What follows belongs to an exercise in optimizing a design on an open flow for small area; a production flow would make more cautious choices.
Function was checked by simulation only, so behaviour that the tests miss may differ from the original.
Power figures rest on the tool's default switching activity, not on a simulated workload. No driver is modelled on the clock port, so clocking that relies on it looks cheaper here than on a real chip.

==> flow/design.v (excerpt) <==
module tl_ul_slave_top #(
	parameter int DEPTH = 64  
) (
	input  logic                   clk,
	input  logic                   rst,
	input  logic                   a_valid,
	output logic                   a_ready,
	input  logic [tl_opcode_w-1:0] a_opcode,
	input  logic [tl_param_w-1:0]  a_param,    
	input  logic [tl_addr_w-1:0]   a_address,
	input  logic [tl_size_w-1:0]   a_size,
	input  logic [tl_strb_w-1:0]   a_mask,
	input  logic [tl_data_w-1:0]   a_data,
	input  logic [tl_source_w-1:0] a_source,
	output logic                   d_valid,
	input  logic                   d_ready,
	output logic [tl_opcode_w-1:0] d_opcode,
	output logic [tl_param_w-1:0]  d_param,
	output logic [tl_size_w-1:0]   d_size,
	output logic [tl_sink_w-1:0]   d_sink,
	output logic [tl_source_w-1:0] d_source,
	output logic [tl_data_w-1:0]   d_data,
	output logic                   d_error
);
clock: 5.5 ns
lec_check: 0
cap_margin: 20
core_margin: 2
core_utilization: 65
slew_margin: 20
standard.sh (not shown) runs the stock make flow with config.mk's settings and CLKGATE_MAP_FILE= SYNTH_SCRIPT=/design/flow/synth_recipe.tcl, a recipe that flattens the netlist after the stock synthesis.
==> flow/flow/run.sh <==
#!/bin/bash
# Own flow: the standard layout (standard.sh) with
#  - synthesis as standard (synth_recipe.tcl), but with an area-oriented ABC
#    script for the combinational logic (flow/area_synth.tcl, flow/area.abc),
#  - the smallest buffer on every port instead of ORFS's default choice,
#  - clock tree synthesis without dummy loads, with larger sink clusters.
# Each tool's output goes to the ORFS logs under orfs/logs; make's output to
# standard_flow.log here.
set -euo pipefail
work=$(pwd)
export FLOW_SYNTH_TCL=$work/synth_recipe.tcl
export AREA_ABC_SCRIPT=$work/flow/area.abc
export BUFFER_PORTS_ARGS="-buffer_cell sky130_fd_sc_hd__buf_1"
export CTS_ARGS="-sink_clustering_enable -repair_clock_nets -dont_use_dummy_load -buf_list sky130_fd_sc_hd__buf_12 -root_buf sky130_fd_sc_hd__clkbuf_16 -sink_clustering_size 32 -sink_clustering_max_diameter 70"
sed "s#SYNTH_SCRIPT=[^ ]*#SYNTH_SCRIPT=$work/flow/area_synth.tcl#" standard.sh > area_standard.sh
grep -q "SYNTH_SCRIPT=$work/flow/area_synth.tcl" area_standard.sh
bash area_standard.sh > standard_flow.log 2>&1
==> flow/flow/area.abc <==
strash; &get -n; &st; &dch; &nf -R 1000; &put; topo; stime -c
==> flow/flow/area_synth.tcl <==
# The standard synthesis (synth_recipe.tcl, sourced unchanged), except that
# every abc call maps the combinational logic with flow/area.abc, an
# area-oriented script, in place of the script ORFS gives it. Registers are
# mapped before abc runs, so they are those of the standard synthesis.
proc abc {args} {
  set i [lsearch -exact $args -script]
  if { $i >= 0 } { set args [lreplace $args $i [expr {$i + 1}]] }
  yosys abc -script $::env(AREA_ABC_SCRIPT) {*}$args
}
source $::env(FLOW_SYNTH_TCL)
The first run finished clean.
Then changed:
--- a/flow/flow/run.sh
+++ b/flow/flow/run.sh
@@ -12,5 +12,5 @@
 export AREA_ABC_SCRIPT=$work/flow/area.abc
 export BUFFER_PORTS_ARGS="-buffer_cell sky130_fd_sc_hd__buf_1"
-export CTS_ARGS="-sink_clustering_enable -repair_clock_nets -dont_use_dummy_load -buf_list sky130_fd_sc_hd__buf_12 -root_buf sky130_fd_sc_hd__clkbuf_16 -sink_clustering_size 32 -sink_clustering_max_diameter 70"
+export CTS_ARGS="-sink_clustering_enable -repair_clock_nets -dont_use_dummy_load -buf_list sky130_fd_sc_hd__buf_6 -root_buf sky130_fd_sc_hd__clkbuf_16 -sink_clustering_size 19 -sink_clustering_max_diameter 70"
 sed "s#SYNTH_SCRIPT=[^ ]*#SYNTH_SCRIPT=$work/flow/area_synth.tcl#" standard.sh > area_standard.sh
 grep -q "SYNTH_SCRIPT=$work/flow/area_synth.tcl" area_standard.sh
After rerunning:
- via count rose by 1.7%
- flip-flop and latch count is unchanged
- critical path depth is unchanged
- clock skew rose by 5.7 ps
- die area does not change
- fmax fell by 0.64%
- first-iteration DRC count fell by 1.1%
- final area fell by 0.37%
- global-route usage rose by 0.22 points
- core utilization fell by 0.26 points
- non-clock buffer count fell by 1
Then changed:
==> flow/flow/run.sh (replaced) <==
#!/bin/bash
# Own flow: the standard ORFS layout (standard.sh, unchanged synthesis) with
#  - the smallest buffer on every port instead of ORFS's default choice,
#  - clock tree synthesis without dummy loads, with larger sink clusters.
set -euo pipefail
export BUFFER_PORTS_ARGS="-buffer_cell sky130_fd_sc_hd__buf_1"
export CTS_ARGS="-sink_clustering_enable -repair_clock_nets -dont_use_dummy_load -buf_list sky130_fd_sc_hd__clkbuf_16 -sink_clustering_size ${CTS_SIZE:-36} -sink_clustering_max_diameter ${CTS_DIAM:-70}"
bash standard.sh > standard_flow.log 2>&1
removed: flow/flow/area.abc
removed: flow/flow/area_synth.tcl
The changed run completed with no timing, DRC or antenna violations.
Routed wire length decreases by 4.6%.
Worst hold slack improved by 23 ps.
Via count shrinks by 2.5%.
Maximum frequency grows by 11%.
Clock skew rose by 6.7 ps.
Clock-buffer cell count came out lower by 95.
Then changed:
==> flow/flow/run.sh (replaced) <==
#!/bin/bash
# Own flow: the standard layout (standard.sh) with
#  - synthesis as standard (synth_recipe.tcl), but with an area-oriented ABC
#    script for the combinational logic (flow/area_synth.tcl, flow/area.abc),
#  - the smallest buffer on every port instead of ORFS's default choice,
#  - clock tree synthesis without dummy loads, with buf_6 buffers (more
#    load per area than clkbuf_16) on sink clusters of at most 19 flip-flops.
# Each tool's output goes to the ORFS logs under orfs/logs; make's output to
# standard_flow.log here.
set -euo pipefail
work=$(pwd)
export FLOW_SYNTH_TCL=$work/synth_recipe.tcl
export AREA_ABC_SCRIPT=$work/flow/area.abc
export BUFFER_PORTS_ARGS="-buffer_cell sky130_fd_sc_hd__buf_1"
export CTS_ARGS="-sink_clustering_enable -repair_clock_nets -dont_use_dummy_load -buf_list sky130_fd_sc_hd__buf_6 -root_buf sky130_fd_sc_hd__clkbuf_16 -sink_clustering_size 19 -sink_clustering_max_diameter 70"
sed "s#SYNTH_SCRIPT=[^ ]*#SYNTH_SCRIPT=$work/flow/area_synth.tcl#" standard.sh > area_standard.sh
grep -q "SYNTH_SCRIPT=$work/flow/area_synth.tcl" area_standard.sh
bash area_standard.sh > standard_flow.log 2>&1
==> flow/flow/area.abc (new file) <==
strash; &get -n; &st; &dch; &nf -R 1000; &put; topo; stime -c
==> flow/flow/area_synth.tcl (new file) <==
# The standard synthesis (synth_recipe.tcl, sourced unchanged), except that
# every abc call maps the combinational logic with flow/area.abc, an
# area-oriented script, in place of the script ORFS gives it. Registers are
# mapped before abc runs, so they are those of the standard synthesis.
proc abc {args} {
  set i [lsearch -exact $args -script]
  if { $i >= 0 } { set args [lreplace $args $i [expr {$i + 1}]] }
  yosys abc -script $::env(AREA_ABC_SCRIPT) {*}$args
}
source $::env(FLOW_SYNTH_TCL)
Flip-flop and latch count stays the same.
Non-clock buffer count decreases by 2.
Cell area is lower by 1.8%.
Global-route usage increases by 0.85 points.
Then changed:
==> flow/flow/run.sh (replaced) <==
#!/bin/bash
# Own flow: the standard layout (standard.sh) with
#  - synthesis as standard (synth_recipe.tcl), but with an area-oriented ABC
#    script for the combinational logic (flow/area_synth.tcl, flow/area.abc),
#  - the smallest buffer on every port instead of ORFS's default choice,
#  - clock tree synthesis without dummy loads, with larger sink clusters.
# Each tool's output goes to the ORFS logs under orfs/logs; make's output to
# standard_flow.log here.
set -euo pipefail
work=$(pwd)
export FLOW_SYNTH_TCL=$work/synth_recipe.tcl
export AREA_ABC_SCRIPT=$work/flow/area.abc
export BUFFER_PORTS_ARGS="-buffer_cell sky130_fd_sc_hd__buf_1"
export CTS_ARGS="-sink_clustering_enable -repair_clock_nets -dont_use_dummy_load -buf_list sky130_fd_sc_hd__buf_12 -root_buf sky130_fd_sc_hd__clkbuf_16 -sink_clustering_size 35 -sink_clustering_max_diameter 100"
sed "s#SYNTH_SCRIPT=[^ ]*#SYNTH_SCRIPT=$work/flow/area_synth.tcl#" standard.sh > area_standard.sh
grep -q "SYNTH_SCRIPT=$work/flow/area_synth.tcl" area_standard.sh
bash area_standard.sh > standard_flow.log 2>&1
Result:
- The new run completed with no timing, DRC or antenna violations
- routed wire length decreases by 1.4%
- clock power rose by about 4%
- global-route usage goes down by 0.30 points


## run A
tl_ul_slave_top, a different RTL version from the one above (not shown whole).
Size: roughly 4200 flip-flops, roughly 210 I/O pins, about 88000 µm² of cells after synthesis.
==> flow/design.v (excerpt) <==
module tl_ul_slave_top #(
	parameter int DEPTH = 64  
) (
	input  logic                   clk,
	input  logic                   rst,
	input  logic                   a_valid,
	output logic                   a_ready,
	input  logic [tl_opcode_w-1:0] a_opcode,
	input  logic [tl_param_w-1:0]  a_param,    
	input  logic [tl_addr_w-1:0]   a_address,
	input  logic [tl_size_w-1:0]   a_size,
	input  logic [tl_strb_w-1:0]   a_mask,
	input  logic [tl_data_w-1:0]   a_data,
	input  logic [tl_source_w-1:0] a_source,
	output logic                   d_valid,
	input  logic                   d_ready,
	output logic [tl_opcode_w-1:0] d_opcode,
	output logic [tl_param_w-1:0]  d_param,
	output logic [tl_size_w-1:0]   d_size,
	output logic [tl_sink_w-1:0]   d_sink,
	output logic [tl_source_w-1:0] d_source,
	output logic [tl_data_w-1:0]   d_data,
	output logic                   d_error
);
make LEC_CHECK=0 ABC_AREA=1 CAP_MARGIN=20 CORE_MARGIN=2 CORE_UTILIZATION=65 SLEW_MARGIN=20 finish   # period 5.5 ns
run.sh (not shown) runs the stock make flow with config.mk's settings and CLKGATE_MAP_FILE= SYNTH_SCRIPT=/design/flow/synth_recipe.tcl, a recipe that flattens the netlist after the stock synthesis.
Stock flow here: none of the scripts above is used.
--- input diff run A..run B ---
# run A
export LEC_CHECK = 0
export ABC_AREA = 1
export CAP_MARGIN = 20
export CORE_MARGIN = 2
export CORE_UTILIZATION = 65
export SLEW_MARGIN = 20
create_clock -name core_clock -period 5.5 [get_ports {clk}]
# run B
export LEC_CHECK = 0
export ABC_AREA = 1
export CAP_MARGIN = 20
export CORE_MARGIN = 2
export CORE_UTILIZATION = 65
export CTS_BUF_LIST = sky130_fd_sc_hd__clkbuf_16
export CTS_CLUSTER_DIAMETER = 45
export CTS_CLUSTER_SIZE = 40
export SLEW_MARGIN = 20
create_clock -name core_clock -period 5.5 [get_ports {clk}]
Results
Sort run A and run B by number of clock buffers inserted by TritonCTS, descending, and run A comes first. On run B: setup slack of the critical path after layout is 0.011 ns higher than what run A gave. Diff run A and run B: slew at the pin closest to its max-slew limit lower in run A. Run B vs run A — power per standard cell area dropped by a little under 10%. Core util | run B vs run A | run B lower. Run B vs run A: met1 layer wirelength in the final routing down slightly.
Relative to run B, the following input files were edited for run C:
# run B
export LEC_CHECK = 0
export ABC_AREA = 1
export CAP_MARGIN = 20
export CORE_MARGIN = 2
export CORE_UTILIZATION = 65
export CTS_BUF_LIST = sky130_fd_sc_hd__clkbuf_16
export CTS_CLUSTER_DIAMETER = 45
export CTS_CLUSTER_SIZE = 40
export SLEW_MARGIN = 20
create_clock -name core_clock -period 5.5 [get_ports {clk}]
# run C
export LEC_CHECK = 0
export CAP_MARGIN = 20
export CORE_MARGIN = 2
export CORE_UTILIZATION = 40
export SLEW_MARGIN = 20
create_clock -name core_clock -period 5.5 [get_ports {clk}]
[summary]
Run C: full flow OK, the timing, DRC and antenna checks passed
Compared with run B, synthesized instance count in run C decreased by a little under 10%.
Measured against run C, the routed length on met1 of run B comes out at 1.10 times the reference value.
The lower worst-case hold slack of run B and run C is in run C.
[run C] area growth from synthesis to final layout rose 7.2 points relative to run B
Comparing run B and run C, total power is higher on run C.
Compared with run B, run C shows via count lower by about 2.4%.
Taking run B as the reference, in run C largest stage delay on the critical path picked up an extra 0.07 ns, die area moved up, wire length moved down.
Input changes introduced in run D (baseline for comparison: run C):
# run C
export LEC_CHECK = 0
export CAP_MARGIN = 20
export CORE_MARGIN = 2
export CORE_UTILIZATION = 40
export SLEW_MARGIN = 20
create_clock -name core_clock -period 5.5 [get_ports {clk}]
# run D
export LEC_CHECK = 0
export ABC_AREA = 1
export CAP_MARGIN = 20
export CORE_MARGIN = 2
export CORE_UTILIZATION = 65
export SLEW_MARGIN = 20
create_clock -name core_clock -period 5.5 [get_ports {clk}]
==> flow/flow/run.sh (new file) <==
#!/bin/bash
# Own flow: the standard ORFS layout (standard.sh, unchanged synthesis) with
#  - the smallest buffer on every port instead of ORFS's default choice,
#  - clock tree synthesis without dummy loads, with larger sink clusters.
set -euo pipefail
export BUFFER_PORTS_ARGS="-buffer_cell sky130_fd_sc_hd__buf_1"
export CTS_ARGS="-sink_clustering_enable -repair_clock_nets -dont_use_dummy_load -buf_list sky130_fd_sc_hd__clkbuf_16 -sink_clustering_size ${CTS_SIZE:-30} -sink_clustering_max_diameter ${CTS_DIAM:-60}"
bash standard.sh > standard_flow.log 2>&1
==> flow/standard.sh (new file) <==
#!/bin/bash
# synth_recipe.tcl (not shown) runs the flow's synth.tcl, then flattens the netlist and writes it again
# the make line also repeats each setting of config.mk as NAME=value (left out here)
make -C /OpenROAD-flow-scripts/flow DESIGN_CONFIG=/design/flow/config.mk WORK_HOME=/design/flow/orfs CLKGATE_MAP_FILE= SYNTH_SCRIPT=/design/flow/synth_recipe.tcl "${@:-finish}"
removed: flow/run.sh
## What came out
Result: PASS for each of run C and run D. Comparing run C and run D, the higher clock buffer instance count of the final layout is on run C. Changes observed in run D relative to run C: total power after layout now smaller; peak per-stage delay on the critical path -0.11 ns. Cmp run D vs run C: overall track demand over capacity in global routing higher in run D.

[re-timing with driven ports]
Ports are ideal in the flow. The routed layouts listed here were re-timed in OpenROAD. Step 1 (the two cells are an assumption about what drives the block):
set clk [get_ports {clk}]
set_driving_cell -lib_cell sky130_fd_sc_hd__clkbuf_16 $clk
set_driving_cell -lib_cell sky130_fd_sc_hd__buf_2 [delete_from_list [all_inputs] $clk]
Step 2 also shifts input and output timing later by t, the mid clock arrival at the registers, as if the neighbouring blocks saw the same clock. a / b / c = ideal / step 1 / step 2; a / b = the first two.
run	t, ns	slack for setup (ns)	hold slack, ns	worst slew at a driven data input, ns
the first run of note 1	0.788	2.134 / 2.182 / 1.394	0.255 / 0.204 / 0.298	0.11
the second run of note 1	0.807	2.112 / 2.161 / 1.354	0.241 / 0.189 / 0.294	0.11
the third run of note 1	0.824	2.441 / 2.441 / 1.699	0.264 / 0.221 / 0.264	0.25
the fourth run of note 1	0.807	2.112 / 2.161 / 1.354	0.241 / 0.189 / 0.294	0.11
the fifth run of note 1	0.783	2.179 / 2.226 / 1.443	0.262 / 0.213 / 0.276	0.11
run A	0.948	1.503 / 1.433 / 1.901	0.300 / 0.300 / 0.300	0.17
run B	0.884	1.514 / 1.441 / 1.891	0.313 / 0.313 / 0.313	0.16
run C	1.002	1.498 / 1.420 / 2.422	0.249 / 0.249 / 0.249	0.09
run D	0.839	1.816 / 1.744 / 2.399	0.287 / 0.287 / 0.287	0.13
After both steps every run listed still meets setup and hold.
